Source: an optimization exercise on an open RTL-to-GDS flow (aim: a short achievable clock period and few clock cycles per item). Production flows keep margins and buffers that such runs may drop.
Function was checked by simulation only, so behaviour that the tests miss may differ from the original.
Power figures rest on the tool's default switching activity, not on a simulated workload.

==> flow/design.v <==
`timescale 1ns/1ps
package stack_cpu_pkg;
    parameter int data_len = 8;
    parameter int addr_len = 8;
    typedef logic [data_len-1:0] data_word_t;
    typedef logic [addr_len-1:0] mem_addr_t;
    typedef logic [3:0]          opcode_t;
    localparam opcode_t OP_PUSH  = 4'd0;
    localparam opcode_t OP_LOAD  = 4'd1;
    localparam opcode_t OP_STORE = 4'd2;
    localparam opcode_t OP_ADD = 4'd8;
    localparam opcode_t OP_SUB = 4'd9;
    localparam opcode_t OP_AND = 4'd10;
    localparam opcode_t OP_XOR = 4'd11;
    typedef enum logic [2:0] {
        XFER_IDLE,
        XFER_PUSH,
        XFER_POP,
        XFER_LOAD,
        XFER_WAIT,
        XFER_STORE
    } xfer_state_t;
    typedef enum logic [1:0] {
        ALU_IDLE,
        ALU_POP_B,
        ALU_POP_A,
        ALU_PUSH
    } alu_state_t;
endpackage
`timescale 1ns/1ps
module stack_memory #(
    parameter int DATA_LEN    = stack_cpu_pkg::data_len,
    parameter int STACK_DEPTH = 8
) (
    input  logic                      clk,
    input  logic                      rstn,
    input  logic                      push,       
    input  logic                      pop,        
    input  stack_cpu_pkg::data_word_t top,
    output stack_cpu_pkg::data_word_t second
);
    logic [DATA_LEN-1:0] s [1:STACK_DEPTH-1];
    assign second = s[1];
    always_ff @(posedge clk or negedge rstn) begin
        if (!rstn) begin
            for (int i = 1; i < STACK_DEPTH; i++) s[i] <= '0;
        end else if (push) begin
            s[1] <= top;
            for (int i = 2; i < STACK_DEPTH; i++) s[i] <= s[i-1];
        end else if (pop) begin
            for (int i = 1; i < STACK_DEPTH-1; i++) s[i] <= s[i+1];
            s[STACK_DEPTH-1] <= '0;
        end
    end
endmodule
`timescale 1ns/1ps
`timescale 1ns/1ps
module data_ram #(
    parameter int DATA_LEN = stack_cpu_pkg::data_len
) (
    input  logic                      clk,
    input  logic                      wr_en,
    input  stack_cpu_pkg::mem_addr_t  addr,
    input  stack_cpu_pkg::data_word_t wr_data,
    output stack_cpu_pkg::data_word_t rd_data
);
    logic [DATA_LEN-1:0] lvl [9][256];    
    logic                wb_valid;
    logic [7:0]          wb_addr;
    logic [DATA_LEN-1:0] wb_data;
    logic [15:0]         wb_hi, wb_lo;    
    always_ff @(posedge clk) begin
        wb_valid <= wr_en;
        wb_addr  <= addr;
        wb_data  <= wr_data;
        wb_hi    <= wr_en ? (16'd1 << addr[7:4]) : 16'd0;
        wb_lo    <= wr_en ? (16'd1 << addr[3:0]) : 16'd0;
    end
    for (genvar w = 0; w < 256; w++) begin : g_word
        logic [DATA_LEN-1:0] q;
        always_ff @(posedge clk) begin
            if (wb_hi[w / 16] && wb_lo[w % 16]) begin
                q <= wb_data;
            end
        end
        assign lvl[0][w] = q;
    end
    for (genvar l = 0; l < 8; l++) begin : g_lvl
        for (genvar i = 0; i < (256 >> (l + 1)); i++) begin : g_mux
            assign lvl[l+1][i] = addr[l] ? lvl[l][2*i+1] : lvl[l][2*i];
        end
    end
    assign rd_data = (wb_valid && wb_addr == addr) ? wb_data : lvl[8][0];
endmodule
`timescale 1ns/1ps
`timescale 1ns/1ps
module stack_alu_unit #(
    parameter int DATA_LEN = stack_cpu_pkg::data_len
) (
    input  logic [DATA_LEN-1:0] a,
    input  logic [DATA_LEN-1:0] b,
    input  logic [1:0]          op,
    output logic [DATA_LEN-1:0] r
);
    logic [DATA_LEN-1:0] sum, diff;
    stack_alu_adder #(.N(DATA_LEN)) u_add (.a(a), .b(b),  .cin(1'b0), .s(sum));
    stack_alu_adder #(.N(DATA_LEN)) u_sub (.a(a), .b(~b), .cin(1'b1), .s(diff));
    always_comb begin
        case (op)
            2'd0: r = sum;
            2'd1: r = diff;
            2'd2: r = a & b;
            default: r = a ^ b;
        endcase
    end
endmodule
module stack_alu_adder #(
    parameter int N = 8
) (
    input  logic [N-1:0] a,
    input  logic [N-1:0] b,
    input  logic         cin,
    output logic [N-1:0] s
);
    logic [N-1:0] p, g, gg, pp, gn, pn;
    always_comb begin
        p = a ^ b;
        g = a & b;
        gg = g;
        pp = p;
        gg[0] = g[0] | (p[0] & cin);
        for (int d = 1; d < N; d = d * 2) begin
            gn = gg;
            pn = pp;
            for (int i = d; i < N; i++) begin
                gn[i] = gg[i] | (pp[i] & gg[i-d]);
                pn[i] = pp[i] & pp[i-d];
            end
            gg = gn;
            pp = pn;
        end
        s[0] = p[0] ^ cin;
        for (int i = 1; i < N; i++) s[i] = p[i] ^ gg[i-1];
    end
endmodule
`timescale 1ns/1ps
module stack_cpu #(
    parameter int DATA_LEN    = stack_cpu_pkg::data_len,
    parameter int ADDR_LEN    = stack_cpu_pkg::addr_len,
    parameter int STACK_DEPTH = 8
) (
    input  logic                             clk,
    input  logic                             rstn,
    input  logic                             start,
    input  stack_cpu_pkg::opcode_t           opcode,
    input  stack_cpu_pkg::data_word_t        operand,
    output logic                             done,
    output stack_cpu_pkg::data_word_t        stack_top,
    output logic [$clog2(STACK_DEPTH+1)-1:0] stack_count,
    output logic                             fault
);
    localparam int CNT_W = $clog2(STACK_DEPTH + 1);
    logic is_push, is_load, is_store, is_alu;
    logic full, empty, lt2;
    logic push_ok, load_ok, pop_op;
    logic [DATA_LEN-1:0] top_q, top_n_q, ld_q, ld_n_q, top_i, top_d, second, rd_data;
    logic [DATA_LEN-1:0] alu_top, alu_ld;
    logic                src_ld, src_n;
    logic [CNT_W-1:0]    count;
    assign done = start;
    assign is_push  = start && opcode == stack_cpu_pkg::OP_PUSH;
    assign is_load  = start && opcode == stack_cpu_pkg::OP_LOAD;
    assign is_store = start && opcode == stack_cpu_pkg::OP_STORE;
    assign is_alu   = start && opcode[3:2] == 2'b10;
    assign full  = (count == CNT_W'(STACK_DEPTH));
    assign empty = (count == '0);
    assign lt2   = (count < CNT_W'(2));
    assign push_ok = (is_push || is_load) && !full;
    assign load_ok = is_load && !full;
    assign pop_op  = is_store || is_alu;
    assign stack_top   = src_ld ? ld_q : top_q;
    assign stack_count = count;
    assign top_i = src_n ? ~top_n_q : ~ld_n_q;
    stack_alu_unit #(.DATA_LEN(DATA_LEN)) u_alu_top (
        .a(second), .b(~top_n_q), .op(opcode[1:0]), .r(alu_top)
    );
    stack_alu_unit #(.DATA_LEN(DATA_LEN)) u_alu_ld (
        .a(second), .b(~ld_n_q), .op(opcode[1:0]), .r(alu_ld)
    );
    stack_memory #(.DATA_LEN(DATA_LEN), .STACK_DEPTH(STACK_DEPTH)) u_stack (
        .clk(clk), .rstn(rstn), .push(push_ok), .pop(pop_op),
        .top(top_i), .second(second)
    );
    data_ram #(.DATA_LEN(DATA_LEN)) u_ram (
        .clk(clk), .wr_en(is_store), .addr(operand), .wr_data(top_i),
        .rd_data(rd_data)
    );
    always_comb begin
        top_d = top_i;
        if (is_push && !full) begin
            top_d = operand;
        end else if (is_store) begin
            top_d = second;
        end else if (is_alu) begin
            top_d = src_n ? alu_top : alu_ld;
        end
    end
    always_ff @(posedge clk) begin
        ld_q   <= rd_data;
        ld_n_q <= ~rd_data;
    end
    always_ff @(posedge clk or negedge rstn) begin
        if (!rstn) begin
            top_n_q <= '1;
            src_n   <= 1'b1;
        end else begin
            top_n_q <= ~top_d;
            src_n   <= !load_ok;
        end
    end
    always_ff @(posedge clk or negedge rstn) begin
        if (!rstn) begin
            top_q  <= '0;
            src_ld <= 1'b0;
            count  <= '0;
            fault  <= 1'b0;
        end else begin
            top_q  <= top_d;
            src_ld <= load_ok;
            if (push_ok) begin
                count <= count + 1'b1;
            end else if (is_store) begin
                if (!empty) count <= count - 1'b1;
            end else if (is_alu) begin
                if (!lt2) count <= count - 1'b1;
                else      count <= CNT_W'(1);
            end
            if (((is_push || is_load) && full) || (is_store && empty) || (is_alu && lt2)) begin
                fault <= 1'b1;
            end
        end
    end
endmodule
==> flow/run.sh <==
#!/bin/bash
# synth_recipe.tcl (not shown) runs the flow's synth.tcl, then flattens the netlist and writes it again
# the make line also repeats each setting of config.mk as NAME=value (left out here)
make -C /OpenROAD-flow-scripts/flow DESIGN_CONFIG=/design/flow/config.mk WORK_HOME=/design/flow/orfs CLKGATE_MAP_FILE= SYNTH_SCRIPT=/design/flow/synth_recipe.tcl finish
==> flow/config.mk <==
export PLATFORM = sky130hd
export DESIGN_NAME = stack_cpu
export DESIGN_NICKNAME = stack_cpu
export VERILOG_FILES = /design/flow/design.v
export SDC_FILE = /design/flow/constraint.sdc
export NUM_CORES = 4
export LEC_CHECK = 0
export CAP_MARGIN = 20
export CORE_MARGIN = 2
export CORE_UTILIZATION = 60
export PLACE_DENSITY = 0.7
export SETUP_SLACK_MARGIN = 2.4
export SLEW_MARGIN = 20
==> flow/constraint.sdc <==
create_clock -name core_clock -period 5.0 [get_ports {clk}]
set_input_delay 1.0000 -clock core_clock [delete_from_list [all_inputs] [get_ports {clk}]]
set_output_delay 1.0000 -clock core_clock [all_outputs]
set_load 0.01 [all_outputs]
==> impl_metrics.py, run 1 <==
metrics = {
    "layout": {
        "flow.area_growth_from_synthesis_pct": 15.4,
        "num-fill-cells": 8874,
        "fraction_of_final_layout_cells_sized_beyond_drive_strength_1_pct": 27.0,
        "multi_input_comb_area_um2": 22100,
        "final_net_count": 4817,
        "layout.area.seq_um2": 64800,
    },
    "placement": {
        "hpwl_after_dpl_um": 143000,
        "portBuffers": 28,
        "detailedPlace.worstSlack_ns": 0.289,
        "gp_routability_congestion": 0.965,
    },
    "timing": {
        "final_critical_path_setup_slack_ns": 2.05,
        "number_of_hold_violations_in_the_final_report": 0,
        "post-route-min-period_ns": 2.95,
        "worst_clock_skew_ns": 0.0224,
        "maxSlewViolCount": 0,
        "timing.max_slew.rel_slack_pct": 20.0,
        "tightestPinTransition_ns": 1.20,
        "rsz0062_at_grt": "true",
        "timing.setup.tns_ns": 0,
        "max_clock_freq_mhz": 339,
        "period_share_pct": 59.0,
        "setup_viol_count_final": 0,
    },
    "power": {
        "powerDensity_nw_per_um2": 451,
        "p_leak_nw": 32.9,
        "total_power_mw": 45.2,
        "power.ir.vdd_worst_mv": 0.430,
    },
    "clocking": {
        "cts.sinks": 2192,
        "worst_setup_hold_path_clk_slew_ns": 0.06,
        "htree_num_levels": 4,
        "cts.path.max_buffers": 3,
        "clk_latency_ns": 0.84,
        "tritoncts": "yes",
        "post_cts_hold_buffer_count": 0,
        "cts_inserted_buffers": 210,
        "cts.root.buffer_cell": "sky130_fd_sc_hd__clkbuf_16",
    },
    "die": {
        "area_of_the_die_um2": 148000,
        "floorplan.io_pins": 29,
        "initial_core_util_pct": 60.5,
        "fp.dieH_um": 385,
        "die_width_um": 385,
        "fp-row-count": 139,
        "floorplan.core_area_um2": 144000,
    },
    "critical_path": {
        "origin_of_the_critical_flop_to_flop_path": "u_ram.g_word[187].q[3]",
        "worstPathArrival_ns": 3.67,
        "critical_path.top_delay_family": "buffers and inverters",
        "path_common_cell": "sky130_fd_sc_hd__buf_16",
        "crit_start": "operand[0]",
        "timing.critical_path.slowest_stage_cell": "sky130_fd_sc_hd__mux4_2",
        "crit_type": "in2reg",
        "worstPathCellList": "buf_16, buf_16, buf_12, buf_16, buf_12, buf_16, buf_12, mux4_2, a32oi_4, o21ai_2, nor4_4, o211ai_1, o211a_1",
        "largest_driver_fanout_on_the_critical_path": 8,
        "critical_path_buf_inv_count": 7,
        "critical_path_required_ns": 5.72,
        "worst_setup_path_start_kind": "input pin",
        "crit_path_max_incr_delay_ns": 0.52,
        "endpoint_kind": "register",
    },
    "detailed_routing": {
        "drt-initial-drc-count": 7137,
        "detailedRoute.firstPassIterationCount": 17,
        "antenna_viol_nets_final": 0,
        "drt-vias-per-instance": 6.87,
        "routedWlPerCell_um": 34.8,
        "final_routed_wirelength_across_all_metal_layers_um": 240000,
        "routed_vias": 47300,
        "route.detailed.drc": 0,
    },
    "synthesis": {
        "synth-main-ff-cell": "sky130_fd_sc_hd__edfxtp_1",
        "synth_common_cells": "2048 x sky130_fd_sc_hd__edfxtp_1, 459 x sky130_fd_sc_hd__mux4_2, 263 x sky130_fd_sc_hd__and2_1",
        "syn-num-nets": 4539,
        "synth.lib_cells_used.distinct": 78,
        "ys.warnings.count": 7,
        "synth_async_sr_flop_share_pct": 3.60,
        "yosysMostFrequentCell": "sky130_fd_sc_hd__edfxtp_1",
        "synthTopCellsByArea": "sky130_fd_sc_hd__edfxtp_1 71%, sky130_fd_sc_hd__mux4_2 12%, sky130_fd_sc_hd__mux2i_1 2.2%",
        "synth.ff_latch_count": 2192,
        "synth-edff-count": 2048,
        "synth_top_cell_by_area": "sky130_fd_sc_hd__edfxtp_1",
        "syn_area_um2": 86900,
        "synth_top_area_share_pct": 70.7,
        "sequential_cell_area_fraction_in_the_yosys_report_pct": 74.5,
        "postSynthAreaPerCell_um2": 19.4,
        "syn-instance-count": 4485,
    },
    "global_route": {
        "number_of_global_route_vias_before_repair": 45400,
        "pin_count_of_the_biggest_net_entering_global_routing": 223,
        "grt-ovfl-total": 0,
        "grt_first_pass_wirelength_um": 337000,
        "antenna_found_initial": 19,
        "track_usage_pct": 32.6,
    },
    "run_status": {
        "run_status": "no timing/DRC/antenna violations",
    },
    "worst_hold_path": {
        "worst_hold_path_type": "in2async",
    },
    "flow_run": {
        "maxCapViolCount": 0,
    },
}
==> through the flow <==
stage	utilization [%]	cells	hold WS (ns)	area, um2
3_5_place_dp	62.7	6308	0.467	90000
4_1_cts	69.0	6801	0.341	99200
3_3_place_gp	62.7	6307	0.451	90000
2_1_floorplan	-	4485	0.443	87400
5_1_grt	69.7	6850	0.243	100000
6_report	69.8	6887	0.194	100000
==> area by class of cell <==
class	count	area share, %
diodes	42	0.105
clock buffers	292	5.79
clock inverters	99	0.818
inverters	43	0.172
multi-input cells	1981	22.0
flip-flops and latches	2192	64.6
well taps	1903	2.37
repair buffers	335	4.09
==> power breakdown <==
part	leakage, nW	total [mW]	switching, mW	internal, mW
clock network	3.25	15.4	6.76	8.66
registers	19.8	23.6	0.751	22.9
logic	9.79	6.16	4.25	1.91
==> logic make-up after synthesis <==
kind of cell	after synthesis	share of synthesized area [%]
flops	2192	74.5
simple gates	759	4.52
mux	670	14.3
compound gates	498	4.12
buf+inv	313	1.75
fa+ha+maj	39	0.596
xor+xnor	14	0.141
==> worst paths after layout <==
path	cells past startpoint	endpoint	slack, ns
setup / recovery	13	ld_q[6]	2.05
min in group core_clock	1	fault	0.48
setup reg to reg	8	ld_q[3]	2.34
hold / removal	1	top_q[1]	0.19
hold reg to reg	1	fault	0.48
max in group asynchronous	1	src_ld	4.21
==> placed cells by master, fill, tap and decap left out, drive strengths merged, types with 13 or more instances in the layout <==
| cell type | count |
|---|---|
| nand3 | 52 |
| ha | 35 |
| dfxtp | 65 |
| o21ai | 46 |
| o211ai | 17 |
| a22oi | 152 |
| mux2 | 18 |
| edfxtp | 2048 |
| clkinv | 77 |
| a22o | 32 |
| dfrtp | 70 |
| nand4 | 19 |
| a31oi | 61 |
| nor2b | 19 |
| nor3 | 35 |
| a21oi | 52 |
| mux4 | 459 |
| mux2i | 193 |
| nand2 | 160 |
| clkbuf | 297 |
| buf | 310 |
| and2 | 263 |
| or3 | 13 |
| inv | 50 |
| diode | 42 |
| nor2 | 145 |
| a221oi | 29 |
==> sequential cells by signal, summed over array words and instances, names as in the netlist, 8 cells and up <==
name and cells:
u_ram.g_word.q 2048, u_stack.s 56, u_ram.wb_hi 16, u_ram.wb_lo 16
ld_n_q 8, ld_q 8, top_n_q 8, top_q 8
u_ram.wb_addr 8, u_ram.wb_data 8
==> per-layer routing <==
metal / wire, um / track usage, %
met5: 73 / 0
met4: 10600 / 13.8
met3: 26900 / 7.18
met2: 112000 / 48.9
met1: 90200 / 47.0
==> timing repair <==
action	CTS	global route
resized for setup	314	115
buffers inserted	88	37
gates cloned	14	5
endpoints found under the setup margin	105	82
pin swaps	45	80
Testbench counts, summed over its fixed seeds: cycles 16,008, instrs 16,000.
==> run 2: changes to the inputs <==
--- a/flow/design.v
+++ b/flow/design.v
@@ -163,10 +163,10 @@
     logic is_push, is_load, is_store, is_alu;
     logic full, empty, lt2;
     logic push_ok, load_ok, pop_op;
-    logic [DATA_LEN-1:0] top_q, top_n_q, ld_q, ld_n_q, top_i, top_d, second, rd_data;
-    logic [DATA_LEN-1:0] alu_top, alu_ld;
-    logic                src_ld, src_n;
-    logic [CNT_W-1:0]    count;
+    logic [DATA_LEN-1:0] top_q, top_n_q, ld_q, ld_n_q, alu_q, alu_n_q;
+    logic [DATA_LEN-1:0] top_i, top_d, second, rd_data, alu_r;
+    logic [DATA_LEN-1:0] ld_d, alu_d, keep_d;
+    logic [CNT_W-1:0]    count_q, count_n_q, count, count_d;
     assign done = start;
     assign is_push  = start && opcode == stack_cpu_pkg::OP_PUSH;
     assign is_load  = start && opcode == stack_cpu_pkg::OP_LOAD;
@@ -178,14 +178,23 @@
     assign push_ok = (is_push || is_load) && !full;
     assign load_ok = is_load && !full;
     assign pop_op  = is_store || is_alu;
-    assign stack_top   = src_ld ? ld_q : top_q;
-    assign stack_count = count;
-    assign top_i = src_n ? ~top_n_q : ~ld_n_q;
-    stack_alu_unit #(.DATA_LEN(DATA_LEN)) u_alu_top (
-        .a(second), .b(~top_n_q), .op(opcode[1:0]), .r(alu_top)
-    );
-    stack_alu_unit #(.DATA_LEN(DATA_LEN)) u_alu_ld (
-        .a(second), .b(~ld_n_q), .op(opcode[1:0]), .r(alu_ld)
+    assign stack_top   = ld_q | alu_q | top_q;
+    assign stack_count = count_q;
+    assign count       = ~count_n_q;
+    always_comb begin
+        count_d = count;
+        if (push_ok) begin
+            count_d = count + 1'b1;
+        end else if (is_store) begin
+            if (!empty) count_d = count - 1'b1;
+        end else if (is_alu) begin
+            if (!lt2) count_d = count - 1'b1;
+            else      count_d = CNT_W'(1);
+        end
+    end
+    assign top_i = ~(ld_n_q & alu_n_q & top_n_q);
+    stack_alu_unit #(.DATA_LEN(DATA_LEN)) u_alu (
+        .a(second), .b(top_i), .op(opcode[1:0]), .r(alu_r)
     );
     stack_memory #(.DATA_LEN(DATA_LEN), .STACK_DEPTH(STACK_DEPTH)) u_stack (
         .clk(clk), .rstn(rstn), .push(push_ok), .pop(pop_op),
@@ -201,40 +210,36 @@
             top_d = operand;
         end else if (is_store) begin
             top_d = second;
-        end else if (is_alu) begin
-            top_d = src_n ? alu_top : alu_ld;
-        end
-    end
-    always_ff @(posedge clk) begin
-        ld_q   <= rd_data;
-        ld_n_q <= ~rd_data;
-    end
+        end
+    end
+    assign ld_d   = load_ok ? rd_data : '0;
+    assign alu_d  = is_alu ? alu_r : '0;
+    assign keep_d = (load_ok || is_alu) ? '0 : top_d;
     always_ff @(posedge clk or negedge rstn) begin
         if (!rstn) begin
+            ld_n_q  <= '1;
+            alu_n_q <= '1;
             top_n_q <= '1;
-            src_n   <= 1'b1;
         end else begin
-            top_n_q <= ~top_d;
-            src_n   <= !load_ok;
+            ld_n_q  <= ~ld_d;
+            alu_n_q <= ~alu_d;
+            top_n_q <= ~keep_d;
         end
     end
     always_ff @(posedge clk or negedge rstn) begin
         if (!rstn) begin
             top_q  <= '0;
-            src_ld <= 1'b0;
-            count  <= '0;
+            ld_q   <= '0;
+            alu_q  <= '0;
+            count_q   <= '0;
+            count_n_q <= '1;
             fault  <= 1'b0;
         end else begin
-            top_q  <= top_d;
-            src_ld <= load_ok;
-            if (push_ok) begin
-                count <= count + 1'b1;
-            end else if (is_store) begin
-                if (!empty) count <= count - 1'b1;
-            end else if (is_alu) begin
-                if (!lt2) count <= count - 1'b1;
-                else      count <= CNT_W'(1);
-            end
+            top_q  <= keep_d;
+            ld_q   <= ld_d;
+            alu_q  <= alu_d;
+            count_q   <= count_d;
+            count_n_q <= ~count_d;
             if (((is_push || is_load) && full) || (is_store && empty) || (is_alu && lt2)) begin
                 fault <= 1'b1;
             end
==> impl_metrics.py, run 2 <==
metrics = {
    "run_status": {
        "run_status": "no timing/DRC/antenna violations",
    },
    "die": {
        "floorplan.core_area_um2": 143000,
        "fp.dieH_um": 384,
        "floorplan.io_pins": 29,
        "die_width_um": 384,
        "fp-row-count": 139,
        "initial_core_util_pct": 60.3,
        "area_of_the_die_um2": 147000,
    },
    "timing": {
        "setup_viol_count_final": 0,
        "max_clock_freq_mhz": 354,
        "number_of_hold_violations_in_the_final_report": 0,
        "tightestPinTransition_ns": 1.25,
        "post-route-min-period_ns": 2.83,
        "rsz0062_at_grt": "true",
        "period_share_pct": 56.5,
        "timing.setup.tns_ns": 0,
        "maxSlewViolCount": 0,
        "timing.max_slew.rel_slack_pct": 16.7,
        "worst_clock_skew_ns": 0.0374,
    },
    "synthesis": {
        "synth-edff-count": 2048,
        "syn-instance-count": 4153,
        "yosysMostFrequentCell": "sky130_fd_sc_hd__edfxtp_1",
        "ys.warnings.count": 7,
        "synth.lib_cells_used.distinct": 71,
        "synthTopCellsByArea": "sky130_fd_sc_hd__edfxtp_1 71%, sky130_fd_sc_hd__mux4_2 15%, sky130_fd_sc_hd__dfrtp_1 2.5%",
        "synth_top_cell_by_area": "sky130_fd_sc_hd__edfxtp_1",
        "sequential_cell_area_fraction_in_the_yosys_report_pct": 75.6,
        "synth_async_sr_flop_share_pct": 5.11,
        "synth_common_cells": "2048 x sky130_fd_sc_hd__edfxtp_1, 577 x sky130_fd_sc_hd__mux4_2, 267 x sky130_fd_sc_hd__and2_1",
        "syn-num-nets": 4188,
        "synth_top_area_share_pct": 71.1,
        "postSynthAreaPerCell_um2": 20.8,
        "synth-main-ff-cell": "sky130_fd_sc_hd__edfxtp_1",
        "synth.ff_latch_count": 2210,
        "syn_area_um2": 86400,
    },
    "critical_path": {
        "path_depth": 9,
        "largest_driver_fanout_on_the_critical_path": 21,
        "r2r_cells": 9,
        "critical_path.top_delay_family": "simple AND/OR/NAND/NOR gates",
        "regToRegSetupSlack_ns": 2.30,
        "worstPathArrival_ns": 3.55,
        "crit_type": "in2reg",
        "timing.critical_path.slowest_stage_cell": "sky130_fd_sc_hd__or3_1",
        "critical_path_required_ns": 5.72,
        "path_common_cell": "sky130_fd_sc_hd__buf_4",
        "worst_setup_path_start_kind": "input pin",
        "endpoint_kind": "register",
        "critical_path_buf_inv_count": 2,
        "worstPathCellList": "buf_4, or3_1, buf_4, a221oi_1, o21ai_0, nand2_1, nor4b_2, and3b_1, a221o_1",
        "crit_path_max_incr_delay_ns": 0.62,
    },
    "global_route": {
        "pin_count_of_the_biggest_net_entering_global_routing": 259,
        "number_of_global_route_vias_before_repair": 42800,
        "antenna_found_initial": 26,
        "grt-ovfl-total": 0,
        "track_usage_pct": 30.1,
        "grt_first_pass_wirelength_um": 313000,
    },
    "layout": {
        "final_net_count": 4435,
        "regMostFlops": "u_ram.g_word.q",
        "finish.instance_area_um2": 99300,
        "flow.area_growth_from_synthesis_pct": 14.9,
        "largest_reg_flops": 2048,
        "fraction_of_final_layout_cells_sized_beyond_drive_strength_1_pct": 29.2,
        "biggestRegsByFlops": "u_ram.g_word.q (2048), u_stack.s (56)",
        "layout_commonest_cell": "sky130_fd_sc_hd__edfxtp_1",
        "layout_common_cells": "2048 x sky130_fd_sc_hd__edfxtp_1, 577 x sky130_fd_sc_hd__mux4_2, 265 x sky130_fd_sc_hd__and2_1",
    },
    "power": {
        "p_leak_nw": 32.6,
        "powerDensity_nw_per_um2": 448,
        "power.ir.vdd_worst_mv": 0.753,
        "total_power_mw": 44.5,
    },
    "clocking": {
        "htree_num_levels": 4,
        "cts.path.max_buffers": 3,
        "worst_setup_hold_path_clk_slew_ns": 0.06,
        "tritoncts": "yes",
        "cts.root.buffer_cell": "sky130_fd_sc_hd__clkbuf_16",
        "clk_latency_ns": 0.85,
        "cts_inserted_buffers": 212,
        "cts.sinks": 2210,
    },
    "placement": {
        "dpl_cell_area_um2": 89300,
        "gp_routability_congestion": 0.875,
        "portBuffers": 28,
        "hpwl_after_dpl_um": 125000,
    },
    "detailed_routing": {
        "drt-vias-per-instance": 6.73,
        "final_routed_wirelength_across_all_metal_layers_um": 219000,
        "route.detailed.drc": 0,
        "antenna_viol_nets_final": 0,
        "detailedRoute.firstPassIterationCount": 6,
        "routedWlPerCell_um": 33.8,
        "drt-initial-drc-count": 6009,
        "routed_vias": 43700,
    },
    "worst_hold_path": {
        "worst_hold_path_type": "in2async",
    },
    "flow_run": {
        "maxCapViolCount": 0,
    },
}
## run 2: metal layers
| layer | routed length [um] | vias to the layer above | GRT usage, % |
|---|---|---|---|
| li1 | - | 17600 | - |
| met1 | 84200 | 23200 | 43.8 |
| met2 | 105000 | 2530 | 46.3 |
| met3 | 23700 | 404 | 6.99 |
| met4 | 6800 | 6 | 9.63 |
| met5 | 45 | - | 0 |
## run 2: through the flow
step | instances | setup slack (ns) | utilization, % | hold WS [ns]
2_1_floorplan | 4153 | 1.80 | - | 0.462
3_3_place_gp | 5969 | 0.708 | 62.3 | 0.472
3_5_place_dp | 5969 | 0.669 | 62.3 | 0.483
4_1_cts | 6441 | 2.19 | 68.8 | 0.331
5_1_grt | 6488 | 2.18 | 69.3 | 0.258
6_report | 6496 | 2.17 | 69.3 | 0.206
## run 2: final timing paths
kind | start | to
min in group core_clock | u_stack.s[7][2] | u_stack.s[7][2]
setup reg to reg | count_n_q[0] | ld_q[6]
setup / recovery | operand[4] | ld_q[4]
hold reg to reg | u_stack.s[7][2] | u_stack.s[7][2]
hold / removal | rstn | top_q[1]
max in group asynchronous | rstn | count_n_q[1]
## run 2: cell type report
type | count | area, um2
diodes | 13 | 32.5
clock buffers | 260 | 5630
clock inverters | 134 | 1370
fillers | 8657 | 44000
inverters | 35 | 151
multi-input cells | 1664 | 20500
flip-flops and latches | 2210 | 65400
well taps | 1903 | 2380
repair buffers | 276 | 3870
repair inverters | 1 | 8.76
## run 2: where the power goes
part,total (mW),switching [mW],internal [mW]
registers,23.3,0.625,22.7
clock network,16.2,6.78,9.41
logic,4.99,3.46,1.53
total,44.5,10.9,33.6
## run 2: cells by family after synthesis
family	synth area share, %
flip-flops	75.6
buffers and inverters	1.57
AO/OA/AOI/OAI	2.34
adder cells (fa/ha/maj)	0.307
AND/OR/NAND/NOR	3.99
XOR/XNOR	0.122
multiplexers	16.1
## run 2: timing repair
item / CTS / global route
hold buffers: 0 / 0
gates cloned: 30 / 3
setup endpoints to repair: 112 / 100
gates resized for setup: 260 / 68
pin swaps: 30 / 31
setup buffers: 48 / 35
Testbench counts of run 2, summed over its fixed seeds: cycles 16,008, instrs 16,000.
==> run 3: changes to the inputs <==
--- a/flow/config.mk
+++ b/flow/config.mk
@@ -9,5 +9,5 @@
 export CORE_MARGIN = 2
 export CORE_UTILIZATION = 60
 export PLACE_DENSITY = 0.7
-export SETUP_SLACK_MARGIN = 2.4
+export SETUP_SLACK_MARGIN = 3.0
 export SLEW_MARGIN = 20
==> impl_metrics.py, run 3 <==
metrics = {
    "power": {
        "internal_power_mw": 33.6,
        "total_power_mw": 44.7,
        "p_leak_nw": 32.6,
        "sw_share_pct": 24.8,
        "power.clock.fraction_pct": 35.7,
        "power_frac_seq_pct": 52.2,
        "power.ir.vdd_worst_mv": 0.857,
        "power_switching_mw": 11.1,
        "power_frac_comb_pct": 12.1,
        "powerDensity_nw_per_um2": 450,
    },
    "timing": {
        "fin_worst_hold_slack_ns": 0.327,
        "worst_clock_skew_ns": 0.0475,
        "setup_viol_count_final": 0,
        "period_share_pct": 59.8,
        "number_of_hold_violations_in_the_final_report": 0,
        "rsz0062_at_grt": "true",
        "timing.setup.tns_ns": 0,
        "tightestPinTransition_ns": 1.12,
        "max_clock_freq_mhz": 335,
        "post-route-min-period_ns": 2.99,
        "timing.max_slew.rel_slack_pct": 25.5,
        "maxSlewViolCount": 0,
    },
    "layout": {
        "regMostFlops": "u_ram.g_word.q",
        "non_filler_cells_final": 6512,
        "layout_commonest_cell": "sky130_fd_sc_hd__edfxtp_1",
        "largest_reg_flops": 2048,
        "layout_common_cells": "2048 x sky130_fd_sc_hd__edfxtp_1, 577 x sky130_fd_sc_hd__mux4_2, 262 x sky130_fd_sc_hd__and2_1",
        "final_net_count": 4445,
        "biggestRegsByFlops": "u_ram.g_word.q (2048), u_stack.s (56)",
        "flow.area_growth_from_synthesis_pct": 14.9,
        "fraction_of_final_layout_cells_sized_beyond_drive_strength_1_pct": 30.4,
        "num-fill-cells": 8600,
    },
    "flow_run": {
        "maxCapViolCount": 0,
    },
    "detailed_routing": {
        "antenna_viol_nets_final": 0,
        "route.detailed.drc": 0,
        "routedWlPerCell_um": 34.0,
        "final_routed_wirelength_across_all_metal_layers_um": 222000,
        "drt-vias-per-instance": 6.75,
        "drt-initial-drc-count": 6174,
        "detailedRoute.firstPassIterationCount": 6,
        "routed_vias": 43900,
    },
    "die": {
        "floorplan.core_area_um2": 143000,
        "fp.dieH_um": 384,
        "die_width_um": 384,
        "fp-row-count": 139,
        "area_of_the_die_um2": 147000,
        "initial_core_util_pct": 60.3,
        "floorplan.io_pins": 29,
    },
    "critical_path": {
        "worst_r2r_endpoint": "alu_q[7]",
        "endpoint_kind": "register",
        "origin_of_the_critical_flop_to_flop_path": "ld_n_q[0]",
        "r2r_cells": 9,
        "regToRegSetupSlack_ns": 2.45,
        "worst_setup_path_start_kind": "input pin",
        "crit_type": "in2reg",
        "critical_path_required_ns": 5.72,
        "largest_driver_fanout_on_the_critical_path": 19,
        "worstPathArrival_ns": 3.71,
    },
    "placement": {
        "hpwl_after_dpl_um": 126000,
        "gp_routability_congestion": 0.866,
        "portBuffers": 28,
        "dp.cells": 5980,
    },
    "clocking": {
        "tritoncts": "yes",
        "cts.root.buffer_cell": "sky130_fd_sc_hd__clkbuf_16",
        "post_cts_hold_buffer_count": 0,
        "cts_inserted_buffers": 211,
        "worst_setup_hold_path_clk_slew_ns": 0.06,
        "cts.sinks": 2210,
        "cts.path.max_buffers": 3,
        "htree_num_levels": 4,
        "clk_latency_ns": 0.84,
    },
    "synthesis": {
        "syn-instance-count": 4153,
        "synthTopCellsByArea": "sky130_fd_sc_hd__edfxtp_1 71%, sky130_fd_sc_hd__mux4_2 15%, sky130_fd_sc_hd__dfrtp_1 2.5%",
        "yosysMostFrequentCell": "sky130_fd_sc_hd__edfxtp_1",
        "synth.lib_cells_used.distinct": 71,
        "sequential_cell_area_fraction_in_the_yosys_report_pct": 75.6,
        "syn-num-nets": 4188,
        "synth_top_area_share_pct": 71.1,
        "synth-edff-count": 2048,
        "synth_top_cell_by_area": "sky130_fd_sc_hd__edfxtp_1",
        "synth-main-ff-cell": "sky130_fd_sc_hd__edfxtp_1",
        "synth_common_cells": "2048 x sky130_fd_sc_hd__edfxtp_1, 577 x sky130_fd_sc_hd__mux4_2, 267 x sky130_fd_sc_hd__and2_1",
        "synth_async_sr_flop_share_pct": 5.11,
        "ys.warnings.count": 7,
        "syn_area_um2": 86400,
        "synth.ff_latch_count": 2210,
        "postSynthAreaPerCell_um2": 20.8,
    },
    "global_route": {
        "number_of_global_route_vias_before_repair": 43600,
        "antenna_found_initial": 19,
        "grt_first_pass_wirelength_um": 315000,
        "pin_count_of_the_biggest_net_entering_global_routing": 179,
        "grt-ovfl-total": 0,
        "track_usage_pct": 30.3,
    },
    "worst_hold_path": {
        "worst_hold_path_type": "in2async",
    },
    "run_status": {
        "run_status": "no timing/DRC/antenna violations",
    },
}
==> run 3: cell types whose count changed in the layout (fill, tap and decap cells not counted), sizes merged, moves of 4 or more <==
cell	before	now
bufinv	28	23
clkinv	93	81
buf	245	265
clkdlybuf4s50	5	0
clkinvlp	11	2
dlygate4sd2	6	2
bufbuf	17	12
clkbuf	263	274
diode	13	31
==> run 3: what timing repair did <==
item	in CTS	in global routing
setup buffers	75	20
gates resized for setup	279	74
pin swaps	60	33
endpoints found under the setup margin	1369	366
gates cloned	24	1
==> run 3: cell families after synthesis <==
kind of cell | synth area share, %
AO/OA/AOI/OAI | 2.34
XOR/XNOR | 0.122
adder cells (fa/ha/maj) | 0.307
buffers and inverters | 1.57
flip-flops | 75.6
multiplexers | 16.1
AND/OR/NAND/NOR | 3.99
==> run 3: critical path, stage by stage <==
cell,delay [ns]
sky130_fd_sc_hd__buf_4,0.37
sky130_fd_sc_hd__buf_4,0.34
sky130_fd_sc_hd__nor2b_4,0.10
sky130_fd_sc_hd__nand2_1,0.47
sky130_fd_sc_hd__o22ai_1,0.29
sky130_fd_sc_hd__a2111oi_2,0.39
sky130_fd_sc_hd__nand2_2,0.15
sky130_fd_sc_hd__a32o_2,0.34
sky130_fd_sc_hd__a31o_1,0.19
==> run 3: final cells by class <==
type / count / area, um2 / share of cell area [%]
diodes: 31 / 77.6 / 0.0781
clock buffers: 270 / 5690 / 5.72
clock inverters: 111 / 1170 / 1.18
inverters: 35 / 164 / 0.165
multi-input cells: 1668 / 20800 / 21.0
flip-flops and latches: 2210 / 65400 / 65.8
well taps: 1903 / 2380 / 2.40
repair buffers: 283 / 3610 / 3.63
repair inverters: 1 / 8.76 / 0.00882
==> run 3: metrics by stage <==
step                      worst slack (ns)  util, %  area, um2
after floorplan                       1.84        -      87400
after global placement               0.661     62.6      89700
after detailed placement             0.582     62.6      89700
after CTS                             2.12     68.9      98800
after global routing                  2.05     69.3      99300
final                                 2.01     69.3      99300
==> run 3: worst max-delay path by stage <==
stage / startpoint / end / cells past startpoint
after floorplan: operand[0] / ld_q[5] / 11
after global placement: operand[0] / ld_q[0] / 10
after detailed placement: operand[0] / ld_q[0] / 10
after CTS: ld_q[0] / stack_top[0] / 2
after global routing: operand[0] / ld_q[4] / 10
final: operand[5] / ld_q[5] / 9
==> run 3: routing by layer <==
metal | track usage (%) | part of all wire (%) | vias to the layer above
li1 | - | - | 17600
met4 | 9.54 | 3.0 | 6
met5 | 0 | 0.015 | -
met3 | 7.03 | 11 | 413
met1 | 43.7 | 38 | 23200
met2 | 46.9 | 48 | 2645
==> run 3: power by group through the flow <==
| stage | logic, mW | registers, mW | clock network [mW] |
|---|---|---|---|
| after global placement | 4.37 | 23.7 | 0 |
| after CTS | 5.02 | 23.4 | 16.1 |
| after global routing | 5.77 | 23.4 | 16.8 |
| final | 5.40 | 23.3 | 15.9 |
| after floorplan | 1.84 | 24.4 | 0 |
| after detailed placement | 4.55 | 23.8 | 0 |
==> run 4: changes to the inputs <==
--- a/flow/design.v
+++ b/flow/design.v
@@ -62,7 +62,9 @@
     input  logic                      wr_en,
     input  stack_cpu_pkg::mem_addr_t  addr,
     input  stack_cpu_pkg::data_word_t wr_data,
-    output stack_cpu_pkg::data_word_t rd_data
+    output stack_cpu_pkg::data_word_t rd_data,
+    output logic                      rd_hit,
+    output stack_cpu_pkg::data_word_t wb_word
 );
     logic [DATA_LEN-1:0] lvl [9][256];    
     logic                wb_valid;
@@ -90,7 +92,9 @@
             assign lvl[l+1][i] = addr[l] ? lvl[l][2*i+1] : lvl[l][2*i];
         end
     end
-    assign rd_data = (wb_valid && wb_addr == addr) ? wb_data : lvl[8][0];
+    assign rd_data = lvl[8][0];
+    assign rd_hit  = wb_valid && wb_addr == addr;
+    assign wb_word = wb_data;
 endmodule
 `timescale 1ns/1ps
 `timescale 1ns/1ps
@@ -161,20 +165,21 @@
 );
     localparam int CNT_W = $clog2(STACK_DEPTH + 1);
     logic is_push, is_load, is_store, is_alu;
-    logic full, empty, lt2;
+    logic full, empty, lt2, full_q, empty_q, lt2_q;
     logic push_ok, load_ok, pop_op;
     logic [DATA_LEN-1:0] top_q, top_n_q, ld_q, ld_n_q, alu_q, alu_n_q;
     logic [DATA_LEN-1:0] top_i, top_d, second, rd_data, alu_r;
-    logic [DATA_LEN-1:0] ld_d, alu_d, keep_d;
+    logic [DATA_LEN-1:0] ld_d, alu_d, keep_d, wb_word;
+    logic                rd_hit;
     logic [CNT_W-1:0]    count_q, count_n_q, count, count_d;
     assign done = start;
     assign is_push  = start && opcode == stack_cpu_pkg::OP_PUSH;
     assign is_load  = start && opcode == stack_cpu_pkg::OP_LOAD;
     assign is_store = start && opcode == stack_cpu_pkg::OP_STORE;
     assign is_alu   = start && opcode[3:2] == 2'b10;
-    assign full  = (count == CNT_W'(STACK_DEPTH));
-    assign empty = (count == '0);
-    assign lt2   = (count < CNT_W'(2));
+    assign full  = full_q;
+    assign empty = empty_q;
+    assign lt2   = lt2_q;
     assign push_ok = (is_push || is_load) && !full;
     assign load_ok = is_load && !full;
     assign pop_op  = is_store || is_alu;
@@ -202,19 +207,21 @@
     );
     data_ram #(.DATA_LEN(DATA_LEN)) u_ram (
         .clk(clk), .wr_en(is_store), .addr(operand), .wr_data(top_i),
-        .rd_data(rd_data)
+        .rd_data(rd_data), .rd_hit(rd_hit), .wb_word(wb_word)
     );
     always_comb begin
         top_d = top_i;
-        if (is_push && !full) begin
+        if (load_ok && rd_hit) begin
+            top_d = wb_word;
+        end else if (is_push && !full) begin
             top_d = operand;
         end else if (is_store) begin
             top_d = second;
         end
     end
-    assign ld_d   = load_ok ? rd_data : '0;
+    assign ld_d   = (load_ok && !rd_hit) ? rd_data : '0;
     assign alu_d  = is_alu ? alu_r : '0;
-    assign keep_d = (load_ok || is_alu) ? '0 : top_d;
+    assign keep_d = ((load_ok && !rd_hit) || is_alu) ? '0 : top_d;
     always_ff @(posedge clk or negedge rstn) begin
         if (!rstn) begin
             ld_n_q  <= '1;
@@ -233,6 +240,9 @@
             alu_q  <= '0;
             count_q   <= '0;
             count_n_q <= '1;
+            full_q    <= 1'b0;
+            empty_q   <= 1'b1;
+            lt2_q     <= 1'b1;
             fault  <= 1'b0;
         end else begin
             top_q  <= keep_d;
@@ -240,6 +250,9 @@
             alu_q  <= alu_d;
             count_q   <= count_d;
             count_n_q <= ~count_d;
+            full_q    <= count_d == CNT_W'(STACK_DEPTH);
+            empty_q   <= count_d == '0;
+            lt2_q     <= count_d < CNT_W'(2);
             if (((is_push || is_load) && full) || (is_store && empty) || (is_alu && lt2)) begin
                 fault <= 1'b1;
             end
--- a/flow/config.mk
+++ b/flow/config.mk
@@ -9,5 +9,5 @@
 export CORE_MARGIN = 2
 export CORE_UTILIZATION = 60
 export PLACE_DENSITY = 0.7
-export SETUP_SLACK_MARGIN = 3.0
+export SETUP_SLACK_MARGIN = 2.4
 export SLEW_MARGIN = 20
==> impl_metrics.py, run 4 <==
metrics = {
    "detailed_routing": {
        "routedWlPerCell_um": 34.3,
        "route.detailed.drc": 0,
        "antenna_viol_nets_final": 0,
        "detailedRoute.firstPassIterationCount": 6,
        "routed_vias": 45200,
        "drt-initial-drc-count": 6397,
        "final_routed_wirelength_across_all_metal_layers_um": 227000,
        "drt-vias-per-instance": 6.82,
    },
    "critical_path": {
        "worstPathArrival_ns": 3.58,
        "worst_setup_path_start_kind": "input pin",
        "worst_r2r_endpoint": "alu_q[7]",
        "endpoint_kind": "register",
        "origin_of_the_critical_flop_to_flop_path": "ld_n_q[2]",
        "regToRegSetupSlack_ns": 2.52,
        "critical_path_required_ns": 5.73,
        "r2r_cells": 8,
        "largest_driver_fanout_on_the_critical_path": 8,
        "crit_type": "in2reg",
    },
    "die": {
        "fp.dieH_um": 383,
        "initial_core_util_pct": 60.2,
        "fp-row-count": 139,
        "floorplan.core_area_um2": 143000,
        "area_of_the_die_um2": 147000,
        "die_width_um": 383,
        "floorplan.io_pins": 29,
    },
    "global_route": {
        "grt-ovfl-total": 0,
        "track_usage_pct": 31.4,
        "antenna_found_initial": 26,
        "grt_first_pass_wirelength_um": 324000,
        "pin_count_of_the_biggest_net_entering_global_routing": 198,
        "number_of_global_route_vias_before_repair": 44000,
    },
    "timing": {
        "rsz0062_at_grt": "true",
        "final_critical_path_setup_slack_ns": 2.16,
        "period_share_pct": 56.9,
        "worst_clock_skew_ns": 0.0386,
        "fin_worst_hold_slack_ns": 0.170,
        "post-route-min-period_ns": 2.84,
        "timing.max_slew.rel_slack_pct": 15.8,
        "number_of_hold_violations_in_the_final_report": 0,
        "setup_viol_count_final": 0,
        "tightestPinTransition_ns": 1.26,
        "maxSlewViolCount": 0,
        "timing.setup.tns_ns": 0,
        "max_clock_freq_mhz": 352,
    },
    "layout": {
        "layout_commonest_cell": "sky130_fd_sc_hd__edfxtp_1",
        "largest_reg_flops": 2048,
        "regMostFlops": "u_ram.g_word.q",
        "layout.core_utilization_pct": 69.5,
        "non_filler_cells_final": 6631,
        "biggestRegsByFlops": "u_ram.g_word.q (2048), u_stack.s (56)",
        "fraction_of_final_layout_cells_sized_beyond_drive_strength_1_pct": 28.6,
        "flow.area_growth_from_synthesis_pct": 15.4,
        "num-fill-cells": 8615,
        "final_net_count": 4553,
        "layout_common_cells": "2048 x sky130_fd_sc_hd__edfxtp_1, 499 x sky130_fd_sc_hd__mux4_2, 259 x sky130_fd_sc_hd__and2_1",
        "finish.instance_area_um2": 99500,
    },
    "synthesis": {
        "synth_common_cells": "2048 x sky130_fd_sc_hd__edfxtp_1, 499 x sky130_fd_sc_hd__mux4_2, 262 x sky130_fd_sc_hd__and2_1",
        "ys.warnings.count": 7,
        "synth-edff-count": 2048,
        "syn_area_um2": 86200,
        "synth_async_sr_flop_share_pct": 5.24,
        "yosysMostFrequentCell": "sky130_fd_sc_hd__edfxtp_1",
        "synth_top_cell_by_area": "sky130_fd_sc_hd__edfxtp_1",
        "postSynthAreaPerCell_um2": 20.3,
        "synth.lib_cells_used.distinct": 76,
        "synth-main-ff-cell": "sky130_fd_sc_hd__edfxtp_1",
        "synthTopCellsByArea": "sky130_fd_sc_hd__edfxtp_1 71%, sky130_fd_sc_hd__mux4_2 13%, sky130_fd_sc_hd__dfrtp_1 2.5%",
        "syn-instance-count": 4253,
        "synth.ff_latch_count": 2213,
        "sequential_cell_area_fraction_in_the_yosys_report_pct": 75.9,
        "syn-num-nets": 4288,
        "synth_top_area_share_pct": 71.4,
    },
    "power": {
        "powerDensity_nw_per_um2": 440,
        "power.ir.vdd_worst_mv": 0.595,
        "total_power_mw": 43.7,
        "p_leak_nw": 32.5,
    },
    "worst_hold_path": {
        "worst_hold_path_type": "in2async",
    },
    "clocking": {
        "cts_inserted_buffers": 210,
        "clk_latency_ns": 0.84,
        "cts.path.max_buffers": 3,
        "cts.root.buffer_cell": "sky130_fd_sc_hd__clkbuf_16",
        "htree_num_levels": 4,
        "post_cts_hold_buffer_count": 0,
        "cts.sinks": 2213,
        "worst_setup_hold_path_clk_slew_ns": 0.06,
        "tritoncts": "yes",
    },
    "placement": {
        "dpl_cell_area_um2": 89300,
        "hpwl_after_dpl_um": 131000,
        "portBuffers": 28,
        "detailedPlace.worstSlack_ns": 0.565,
        "dp.cells": 6077,
        "gp_routability_congestion": 0.895,
    },
    "run_status": {
        "run_status": "no timing/DRC/antenna violations",
    },
    "flow_run": {
        "maxCapViolCount": 0,
    },
}
==> run 4: area by class of cell <==
type | instances | area [um2] | area share [%]
Antenna cell | 31 | 77.6 | 0.0780
Clock buffer | 268 | 5590 | 5.62
Clock inverter | 123 | 1110 | 1.12
Inverter | 32 | 124 | 0.124
Multi-Input combinational cell | 1751 | 20800 | 20.9
Sequential cell | 2213 | 65500 | 65.8
Tap cell | 1903 | 2380 | 2.39
Timing Repair Buffer | 310 | 3970 | 3.99
==> run 4: logic make-up after synthesis <==
logic type                 count (synthesis)  synth area share, %
xor gates and xnor gates                  14                0.142
and+or+nand+nor                          647                 3.92
adders and majority gates                 20                0.308
muxes                                    573                 13.9
DFF                                     2213                 75.9
AOI/OAI and AO/OA                        494                 4.10
buffers and inverters                    292                 1.72
==> run 4: power breakdown <==
part	total, mW	internal (mW)	switching, mW
Clock	15.6	8.82	6.80
Sequential	23.2	22.6	0.586
Combinational	4.90	1.46	3.44
==> run 4: metal layers <==
layer	part of all wire (%)	vias up	global-route usage, %
met5	0.041	-	0
met4	3.7	14	12.2
met3	12	454	7.77
met2	47	3023	47.4
met1	37	23600	44.9
li1	-	18100	-
==> run 4: worst max path at each step <==
stage / end / depth (start not counted) / from / slack, ns
6_report: ld_q[6] / 13 / operand[0] / 2.16
2_1_floorplan: ld_q[5] / 9 / operand[0] / 2.04
5_1_grt: stack_top[4] / 2 / ld_q[4] / 2.15
4_1_cts: stack_top[4] / 2 / ld_q[4] / 2.11
3_5_place_dp: ld_q[5] / 8 / operand[0] / 0.56
3_3_place_gp: ld_q[5] / 8 / operand[0] / 0.58
==> run 4: critical path: stages <==
cell	delay, ns
sky130_fd_sc_hd__buf_16	0.15
sky130_fd_sc_hd__buf_12	0.13
sky130_fd_sc_hd__buf_12	0.10
sky130_fd_sc_hd__buf_12	0.10
sky130_fd_sc_hd__buf_16	0.13
sky130_fd_sc_hd__buf_4	0.20
sky130_fd_sc_hd__buf_4	0.14
sky130_fd_sc_hd__mux4_2	0.55
sky130_fd_sc_hd__a22oi_1	0.21
sky130_fd_sc_hd__a21oi_1	0.24
sky130_fd_sc_hd__nor3_2	0.31
sky130_fd_sc_hd__a21oi_2	0.07
sky130_fd_sc_hd__a22o_1	0.22
==> run 4: timing repair <==
action                                  CTS  global route
resized for setup                       264           133
endpoints found under the hold margin     0             0
endpoints found under the setup margin   94            77
cloned                                   21             1
setup buffers                            57            52
pin swaps                                42            46
Testbench counts of run 4, summed over its fixed seeds: cycles 16,008, instrs 16,000.
==> run 5: changes to the inputs <==
--- a/flow/config.mk
+++ b/flow/config.mk
@@ -8,6 +8,7 @@
 export CAP_MARGIN = 20
 export CORE_MARGIN = 2
 export CORE_UTILIZATION = 60
+export GPL_ROUTABILITY_DRIVEN = 0
 export PLACE_DENSITY = 0.7
 export SETUP_SLACK_MARGIN = 2.4
 export SLEW_MARGIN = 20
==> impl_metrics.py, run 5 <==
metrics = {
    "global_route": {
        "grt_first_pass_wirelength_um": 324000,
        "antenna_found_initial": 26,
        "use_met2_pct": 47.4,
        "grt-ovfl-total": 0,
        "number_of_global_route_vias_before_repair": 44000,
        "pin_count_of_the_biggest_net_entering_global_routing": 198,
        "track_usage_pct": 31.4,
        "gr-usage-met1_pct": 44.9,
        "gr-usage-met3_pct": 7.77,
        "busiest_layer": "met2",
    },
    "clocking": {
        "htree_num_levels": 4,
        "cts.sinks": 2213,
        "clk_latency_ns": 0.84,
        "cts.path.max_buffers": 3,
        "cts_inserted_buffers": 210,
        "tritoncts": "yes",
        "worst_setup_hold_path_clk_slew_ns": 0.06,
        "cts.root.buffer_cell": "sky130_fd_sc_hd__clkbuf_16",
    },
    "die": {
        "fp-row-count": 139,
        "initial_core_util_pct": 60.2,
        "fp.dieH_um": 383,
        "area_of_the_die_um2": 147000,
        "floorplan.core_area_um2": 143000,
        "floorplan.io_pins": 29,
        "die_width_um": 383,
    },
    "synthesis": {
        "synth_async_sr_flop_share_pct": 5.24,
        "synth_top_area_share_pct": 71.4,
        "synth_common_cells": "2048 x sky130_fd_sc_hd__edfxtp_1, 499 x sky130_fd_sc_hd__mux4_2, 262 x sky130_fd_sc_hd__and2_1",
        "syn_area_um2": 86200,
        "synth-edff-count": 2048,
        "syn-num-nets": 4288,
        "synth_top_cell_by_area": "sky130_fd_sc_hd__edfxtp_1",
        "synth-main-ff-cell": "sky130_fd_sc_hd__edfxtp_1",
        "ys.warnings.count": 7,
        "postSynthAreaPerCell_um2": 20.3,
        "syn-instance-count": 4253,
        "sequential_cell_area_fraction_in_the_yosys_report_pct": 75.9,
        "yosysMostFrequentCell": "sky130_fd_sc_hd__edfxtp_1",
        "synth.lib_cells_used.distinct": 76,
        "synth.ff_latch_count": 2213,
        "synthTopCellsByArea": "sky130_fd_sc_hd__edfxtp_1 71%, sky130_fd_sc_hd__mux4_2 13%, sky130_fd_sc_hd__dfrtp_1 2.5%",
    },
    "timing": {
        "setup_viol_count_final": 0,
        "rsz0062_at_grt": "true",
        "worst_clock_skew_ns": 0.0386,
        "tightestPinTransition_ns": 1.26,
        "maxSlewViolCount": 0,
        "period_share_pct": 56.9,
        "max_clock_freq_mhz": 352,
        "number_of_hold_violations_in_the_final_report": 0,
        "timing.setup.tns_ns": 0,
        "timing.max_slew.rel_slack_pct": 15.8,
        "post-route-min-period_ns": 2.84,
    },
    "detailed_routing": {
        "drt-vias-per-instance": 6.82,
        "routed_vias": 45200,
        "detailedRoute.firstPassIterationCount": 6,
        "final_routed_wirelength_across_all_metal_layers_um": 227000,
        "route.detailed.drc": 0,
        "routedWlPerCell_um": 34.3,
        "drt-initial-drc-count": 6397,
        "antenna_viol_nets_final": 0,
    },
    "layout": {
        "layout_common_cells": "2048 x sky130_fd_sc_hd__edfxtp_1, 499 x sky130_fd_sc_hd__mux4_2, 259 x sky130_fd_sc_hd__and2_1",
        "finish.instance_area_um2": 99500,
        "biggestRegsByFlops": "u_ram.g_word.q (2048), u_stack.s (56)",
        "final_net_count": 4553,
        "largest_reg_flops": 2048,
        "fraction_of_final_layout_cells_sized_beyond_drive_strength_1_pct": 28.6,
        "flow.area_growth_from_synthesis_pct": 15.4,
        "regMostFlops": "u_ram.g_word.q",
        "layout_commonest_cell": "sky130_fd_sc_hd__edfxtp_1",
    },
    "critical_path": {
        "largest_driver_fanout_on_the_critical_path": 8,
        "critical_path_required_ns": 5.73,
        "worstPathArrival_ns": 3.58,
        "crit_type": "in2reg",
        "worst_setup_path_start_kind": "input pin",
        "endpoint_kind": "register",
        "worst_r2r_endpoint": "alu_q[7]",
        "r2r_cells": 8,
        "origin_of_the_critical_flop_to_flop_path": "ld_n_q[2]",
        "regToRegSetupSlack_ns": 2.52,
    },
    "flow_run": {
        "maxCapViolCount": 0,
    },
    "placement": {
        "portBuffers": 28,
        "dpl_cell_area_um2": 89300,
        "hpwl_after_dpl_um": 131000,
    },
    "power": {
        "power.ir.vdd_worst_mv": 0.595,
        "powerDensity_nw_per_um2": 440,
        "total_power_mw": 43.7,
        "p_leak_nw": 32.5,
    },
    "worst_hold_path": {
        "worst_hold_path_type": "in2async",
    },
    "run_status": {
        "run_status": "no timing/DRC/antenna violations",
    },
}
==> run 5: cell counts in the layout (fill, tap and decap cells not counted) <==
No cell type changed its count.
==> run 5: metal layers <==
layer	routed length (um)	up-vias
met2	108000	3023
met3	27000	454
met1	84400	23600
met4	8470	14
li1	-	18100
met5	94	-
==> run 5: repair_timing <==
action                                  in CTS  in global routing
gates cloned                                21                  1
resized for setup                          264                133
buffers inserted                            57                 52
endpoints found under the setup margin      94                 77
hold buffers                                 0                  0
pin swaps                                   42                 46
==> run 5: stage by stage <==
stage / cells / hold slack [ns] / utilization, % / setup WS (ns)
2_1_floorplan: 4253 / 0.462 / - / 2.04
3_3_place_gp: 6076 / 0.480 / 62.4 / 0.580
3_5_place_dp: 6077 / 0.482 / 62.4 / 0.565
4_1_cts: 6546 / 0.136 / 68.7 / 2.11
5_1_grt: 6600 / 0.191 / 69.5 / 2.15
6_report: 6631 / 0.170 / 69.5 / 2.16
==> run 5: worst max path at each step <==
stage / from / to / slack, ns / cells after the start
after floorplan: operand[0] / ld_q[5] / 2.04 / 9
after global placement: operand[0] / ld_q[5] / 0.58 / 8
after detailed placement: operand[0] / ld_q[5] / 0.56 / 8
after CTS: ld_q[4] / stack_top[4] / 2.11 / 2
after global routing: ld_q[4] / stack_top[4] / 2.15 / 2
final: operand[0] / ld_q[6] / 2.16 / 13
==> run 5: worst max-delay path, cell delays in order <==
cell and delay [ns]:
sky130_fd_sc_hd__buf_16 0.15, sky130_fd_sc_hd__buf_12 0.13, sky130_fd_sc_hd__buf_12 0.10, sky130_fd_sc_hd__buf_12 0.10
sky130_fd_sc_hd__buf_16 0.13, sky130_fd_sc_hd__buf_4 0.20, sky130_fd_sc_hd__buf_4 0.14, sky130_fd_sc_hd__mux4_2 0.55
sky130_fd_sc_hd__a22oi_1 0.21, sky130_fd_sc_hd__a21oi_1 0.24, sky130_fd_sc_hd__nor3_2 0.31, sky130_fd_sc_hd__a21oi_2 0.07
sky130_fd_sc_hd__a22o_1 0.22
==> run 5: cell families (layout without fill, tap and decap cells) <==
logic type               Yosys count  in the layout  synth area share (%)
other                              0             31                     0
multiplexers                     573            573                  13.9
flip-flops                      2213           2213                  75.9
buffers and inverters            292            733                  1.72
adder cells (fa/ha/maj)           20             20                 0.308
AND/OR/NAND/NOR                  647            650                  3.92
XOR/XNOR                          14             14                 0.142
AO/OA/AOI/OAI                    494            494                  4.10
==> run 5: cell type report <==
cell class | count | area [um2]
clock buffers | 268 | 5590
repair buffers | 310 | 3970
inverters | 32 | 124
multi-input cells | 1751 | 20800
clock inverters | 123 | 1110
well taps | 1903 | 2380
fillers | 8615 | 43600
diodes | 31 | 77.6
flip-flops and latches | 2213 | 65500
==> run 5: where the power goes <==
part           internal [mW]  leakage, nW  switching [mW]
Sequential              22.6         20.3           0.586
Combinational           1.46         8.89            3.44
Clock                   8.82         3.28            6.80
Total                   32.9         32.5            10.8
==> run 6: changes to the inputs <==
--- a/flow/design.v
+++ b/flow/design.v
@@ -167,7 +167,7 @@
     logic is_push, is_load, is_store, is_alu;
     logic full, empty, lt2, full_q, empty_q, lt2_q;
     logic push_ok, load_ok, pop_op;
-    logic [DATA_LEN-1:0] top_q, top_n_q, ld_q, ld_n_q, alu_q, alu_n_q;
+    logic [DATA_LEN-1:0] rest_q, top_n_q, ld_q, ld_n_q, alu_n_q;
     logic [DATA_LEN-1:0] top_i, top_d, second, rd_data, alu_r;
     logic [DATA_LEN-1:0] ld_d, alu_d, keep_d, wb_word;
     logic                rd_hit;
@@ -183,7 +183,7 @@
     assign push_ok = (is_push || is_load) && !full;
     assign load_ok = is_load && !full;
     assign pop_op  = is_store || is_alu;
-    assign stack_top   = ld_q | alu_q | top_q;
+    assign stack_top   = ld_q | rest_q;
     assign stack_count = count_q;
     assign count       = ~count_n_q;
     always_comb begin
@@ -235,9 +235,8 @@
     end
     always_ff @(posedge clk or negedge rstn) begin
         if (!rstn) begin
-            top_q  <= '0;
+            rest_q <= '0;
             ld_q   <= '0;
-            alu_q  <= '0;
             count_q   <= '0;
             count_n_q <= '1;
             full_q    <= 1'b0;
@@ -245,9 +244,8 @@
             lt2_q     <= 1'b1;
             fault  <= 1'b0;
         end else begin
-            top_q  <= keep_d;
+            rest_q <= alu_d | keep_d;
             ld_q   <= ld_d;
-            alu_q  <= alu_d;
             count_q   <= count_d;
             count_n_q <= ~count_d;
             full_q    <= count_d == CNT_W'(STACK_DEPTH);
--- a/flow/config.mk
+++ b/flow/config.mk
@@ -8,7 +8,6 @@
 export CAP_MARGIN = 20
 export CORE_MARGIN = 2
 export CORE_UTILIZATION = 60
-export GPL_ROUTABILITY_DRIVEN = 0
 export PLACE_DENSITY = 0.7
 export SETUP_SLACK_MARGIN = 2.4
 export SLEW_MARGIN = 20
==> impl_metrics.py, run 6 <==
metrics = {
    "run_status": {
        "run_status": "no timing/DRC/antenna violations",
    },
    "layout": {
        "largest_reg_flops": 2048,
        "final_net_count": 4466,
        "fraction_of_final_layout_cells_sized_beyond_drive_strength_1_pct": 30.1,
        "layout.area.seq_um2": 65300,
        "layout_commonest_cell": "sky130_fd_sc_hd__edfxtp_1",
        "multi_input_comb_area_um2": 20600,
        "num-fill-cells": 8458,
        "flow.area_growth_from_synthesis_pct": 15.6,
        "regMostFlops": "u_ram.g_word.q",
        "biggestRegsByFlops": "u_ram.g_word.q (2048), u_stack.s (56)",
        "layout_common_cells": "2048 x sky130_fd_sc_hd__edfxtp_1, 510 x sky130_fd_sc_hd__mux4_2, 259 x sky130_fd_sc_hd__and2_1",
    },
    "timing": {
        "max_clock_freq_mhz": 349,
        "fin_worst_hold_slack_ns": 0.219,
        "timing.setup.tns_ns": 0,
        "maxSlewViolCount": 0,
        "setup_viol_count_final": 0,
        "worst_clock_skew_ns": 0.0299,
        "rsz0062_at_grt": "true",
        "timing.max_slew.rel_slack_pct": 18.7,
        "number_of_hold_violations_in_the_final_report": 0,
        "period_share_pct": 57.4,
        "post-route-min-period_ns": 2.87,
        "tightestPinTransition_ns": 1.22,
    },
    "placement": {
        "portBuffers": 28,
        "hpwl_after_dpl_um": 127000,
        "gp_routability_congestion": 0.882,
    },
    "global_route": {
        "grt-ovfl-total": 0,
        "antenna_found_initial": 19,
        "number_of_global_route_vias_before_repair": 43500,
        "track_usage_pct": 30.7,
        "pin_count_of_the_biggest_net_entering_global_routing": 241,
        "grt_first_pass_wirelength_um": 318000,
    },
    "clocking": {
        "cts.path.max_buffers": 3,
        "htree_num_levels": 4,
        "worst_setup_hold_path_clk_slew_ns": 0.06,
        "tritoncts": "yes",
        "cts.root.buffer_cell": "sky130_fd_sc_hd__clkbuf_16",
        "clk_latency_ns": 0.84,
        "post_cts_hold_buffer_count": 0,
        "cts_inserted_buffers": 212,
        "cts.sinks": 2205,
    },
    "synthesis": {
        "synth.ff_latch_count": 2205,
        "ys.warnings.count": 7,
        "synthTopCellsByArea": "sky130_fd_sc_hd__edfxtp_1 72%, sky130_fd_sc_hd__mux4_2 13%, sky130_fd_sc_hd__dfrtp_1 2.3%",
        "synth_top_area_share_pct": 71.6,
        "postSynthAreaPerCell_um2": 20.7,
        "syn-instance-count": 4148,
        "synth-main-ff-cell": "sky130_fd_sc_hd__edfxtp_1",
        "yosysMostFrequentCell": "sky130_fd_sc_hd__edfxtp_1",
        "syn-num-nets": 4183,
        "synth_top_cell_by_area": "sky130_fd_sc_hd__edfxtp_1",
        "syn_area_um2": 85900,
        "synth-edff-count": 2048,
        "synth_common_cells": "2048 x sky130_fd_sc_hd__edfxtp_1, 510 x sky130_fd_sc_hd__mux4_2, 260 x sky130_fd_sc_hd__and2_1",
        "sequential_cell_area_fraction_in_the_yosys_report_pct": 75.9,
        "synth_async_sr_flop_share_pct": 4.90,
        "synth.lib_cells_used.distinct": 71,
    },
    "critical_path": {
        "regToRegSetupSlack_ns": 2.43,
        "largest_driver_fanout_on_the_critical_path": 7,
        "critical_path_buf_inv_count": 3,
        "endpoint_kind": "register",
        "worstPathCellList": "buf_16, buf_16, buf_16, mux4_2, a22o_4, a221oi_4, o22ai_2, or4_4, a32o_1",
        "critical_path_required_ns": 5.72,
        "worst_setup_path_start_kind": "input pin",
        "critical_path.top_delay_family": "compound AO/OA/AOI/OAI gates",
        "crit_path_max_incr_delay_ns": 0.56,
        "crit_type": "in2reg",
        "worstPathArrival_ns": 3.59,
        "path_common_cell": "sky130_fd_sc_hd__buf_16",
        "timing.critical_path.slowest_stage_cell": "sky130_fd_sc_hd__or4_4",
    },
    "die": {
        "fp.dieH_um": 382,
        "die_width_um": 382,
        "area_of_the_die_um2": 146000,
        "fp-row-count": 138,
        "initial_core_util_pct": 60.5,
        "floorplan.core_area_um2": 142000,
        "floorplan.io_pins": 29,
    },
    "power": {
        "powerDensity_nw_per_um2": 436,
        "total_power_mw": 43.3,
        "power.ir.vdd_worst_mv": 0.514,
        "p_leak_nw": 32.7,
    },
    "detailed_routing": {
        "antenna_viol_nets_final": 0,
        "drt-vias-per-instance": 6.81,
        "drt-initial-drc-count": 6586,
        "routedWlPerCell_um": 34.1,
        "final_routed_wirelength_across_all_metal_layers_um": 222000,
        "route.detailed.drc": 0,
        "detailedRoute.firstPassIterationCount": 5,
        "routed_vias": 44400,
    },
    "worst_hold_path": {
        "worst_hold_path_type": "in2async",
    },
    "flow_run": {
        "maxCapViolCount": 0,
    },
}
-- run 6: changes by cell type after synthesis, moves of 8 or more --
cell / before / now
sky130_fd_sc_hd__mux2i_1: 66 / 89
sky130_fd_sc_hd__a21oi_1: 83 / 66
sky130_fd_sc_hd__nand2_1: 143 / 102
sky130_fd_sc_hd__mux4_2: 499 / 510
sky130_fd_sc_hd__dfrtp_1: 86 / 78
sky130_fd_sc_hd__nor2_1: 102 / 47
sky130_fd_sc_hd__or2_2: 2 / 10
sky130_fd_sc_hd__buf_4: 18 / 26
sky130_fd_sc_hd__a31oi_1: 48 / 10
sky130_fd_sc_hd__buf_2: 58 / 47
sky130_fd_sc_hd__o21ai_0: 36 / 72
-- run 6: worst register-to-register path: stages, from the launching register on --
cell	delay (ns)
sky130_fd_sc_hd__dfstp_2	0.62
sky130_fd_sc_hd__nand3_4	0.14
sky130_fd_sc_hd__ha_4	0.24
sky130_fd_sc_hd__a21o_1	0.19
sky130_fd_sc_hd__a21oi_2	0.18
sky130_fd_sc_hd__o21ai_2	0.08
sky130_fd_sc_hd__a211o_1	0.29
sky130_fd_sc_hd__a221oi_2	0.31
sky130_fd_sc_hd__mux2i_1	0.28
sky130_fd_sc_hd__a21bo_2	0.16
-- run 6: per-stage QoR --
step | util, % | instance area (um2) | setup WS [ns] | cells
after CTS | 69.3 | 98400 | 2.20 | 6460
after global routing | 70.0 | 99300 | 2.15 | 6509
after floorplan | - | 86500 | 1.81 | 4148
after global placement | 62.7 | 89000 | 0.454 | 5980
final | 70.0 | 99400 | 2.13 | 6528
after detailed placement | 62.7 | 89000 | 0.444 | 5980
-- run 6: layout make-up --
cell class | instances | share of cell area [%]
Timing Repair Buffer | 316 | 3.99
Clock buffer | 280 | 5.84
Inverter | 28 | 0.107
Multi-Input combinational cell | 1668 | 20.7
Clock inverter | 120 | 1.24
Antenna cell | 21 | 0.0529
Sequential cell | 2205 | 65.7
Tap cell | 1890 | 2.38
-- run 6: metal layers --
| layer | GRT usage [%] | wire, um | vias up |
|---|---|---|---|
| met1 | 45.8 | 86500 | 23500 |
| met5 | 0 | 103 | - |
| met3 | 5.82 | 23200 | 437 |
| met4 | 10.8 | 8350 | 12 |
| li1 | - | - | 17800 |
| met2 | 46.4 | 104000 | 2703 |
-- run 6: worst paths after layout --
| path | from | end | cells after the start |
|---|---|---|---|
| setup / recovery | operand[0] | ld_q[1] | 9 |
| hold / removal | rstn | u_stack.s[1][1] | 1 |
| setup reg to reg | ld_n_q[1] | rest_q[7] | 9 |
| hold reg to reg | u_stack.s[2][1] | u_stack.s[3][1] | 2 |
| max in group asynchronous | rstn | u_stack.s[5][3] | 2 |
| min in group core_clock | u_stack.s[2][1] | u_stack.s[3][1] | 2 |
-- run 6: cell families (layout without fill, tap and decap cells) --
group | after synthesis | in the layout | synth area share, %
compound gates | 455 | 455 | 3.76
xor+xnor | 13 | 13 | 0.133
fa+ha+maj | 20 | 20 | 0.309
buf+inv | 278 | 744 | 1.69
flops | 2205 | 2205 | 75.9
mux | 610 | 610 | 14.5
other cells | 0 | 21 | 0
simple gates | 567 | 570 | 3.66
-- run 6: repair_timing --
item	CTS	global route
gates resized for setup	284	98
setup buffers	62	40
pin swaps	46	50
setup endpoints to repair	83	58
cloned	18	3
-- run 6: where the power goes --
| group | internal (mW) | switching (mW) |
|---|---|---|
| Sequential | 22.2 | 0.442 |
| Clock | 9.38 | 6.80 |
| Combinational | 1.37 | 3.11 |
| Total | 32.9 | 10.4 |
Testbench counts of run 6, summed over its fixed seeds: cycles 16,008, instrs 16,000.

Setup slack of run 6, layout unchanged: 2.131 ns with ideal ports, 1.834 ns with driving cells assumed (clock clkbuf_16, inputs buf_2), 0.915 ns with port delays also shifted by the 0.919 ns mid clock arrival.
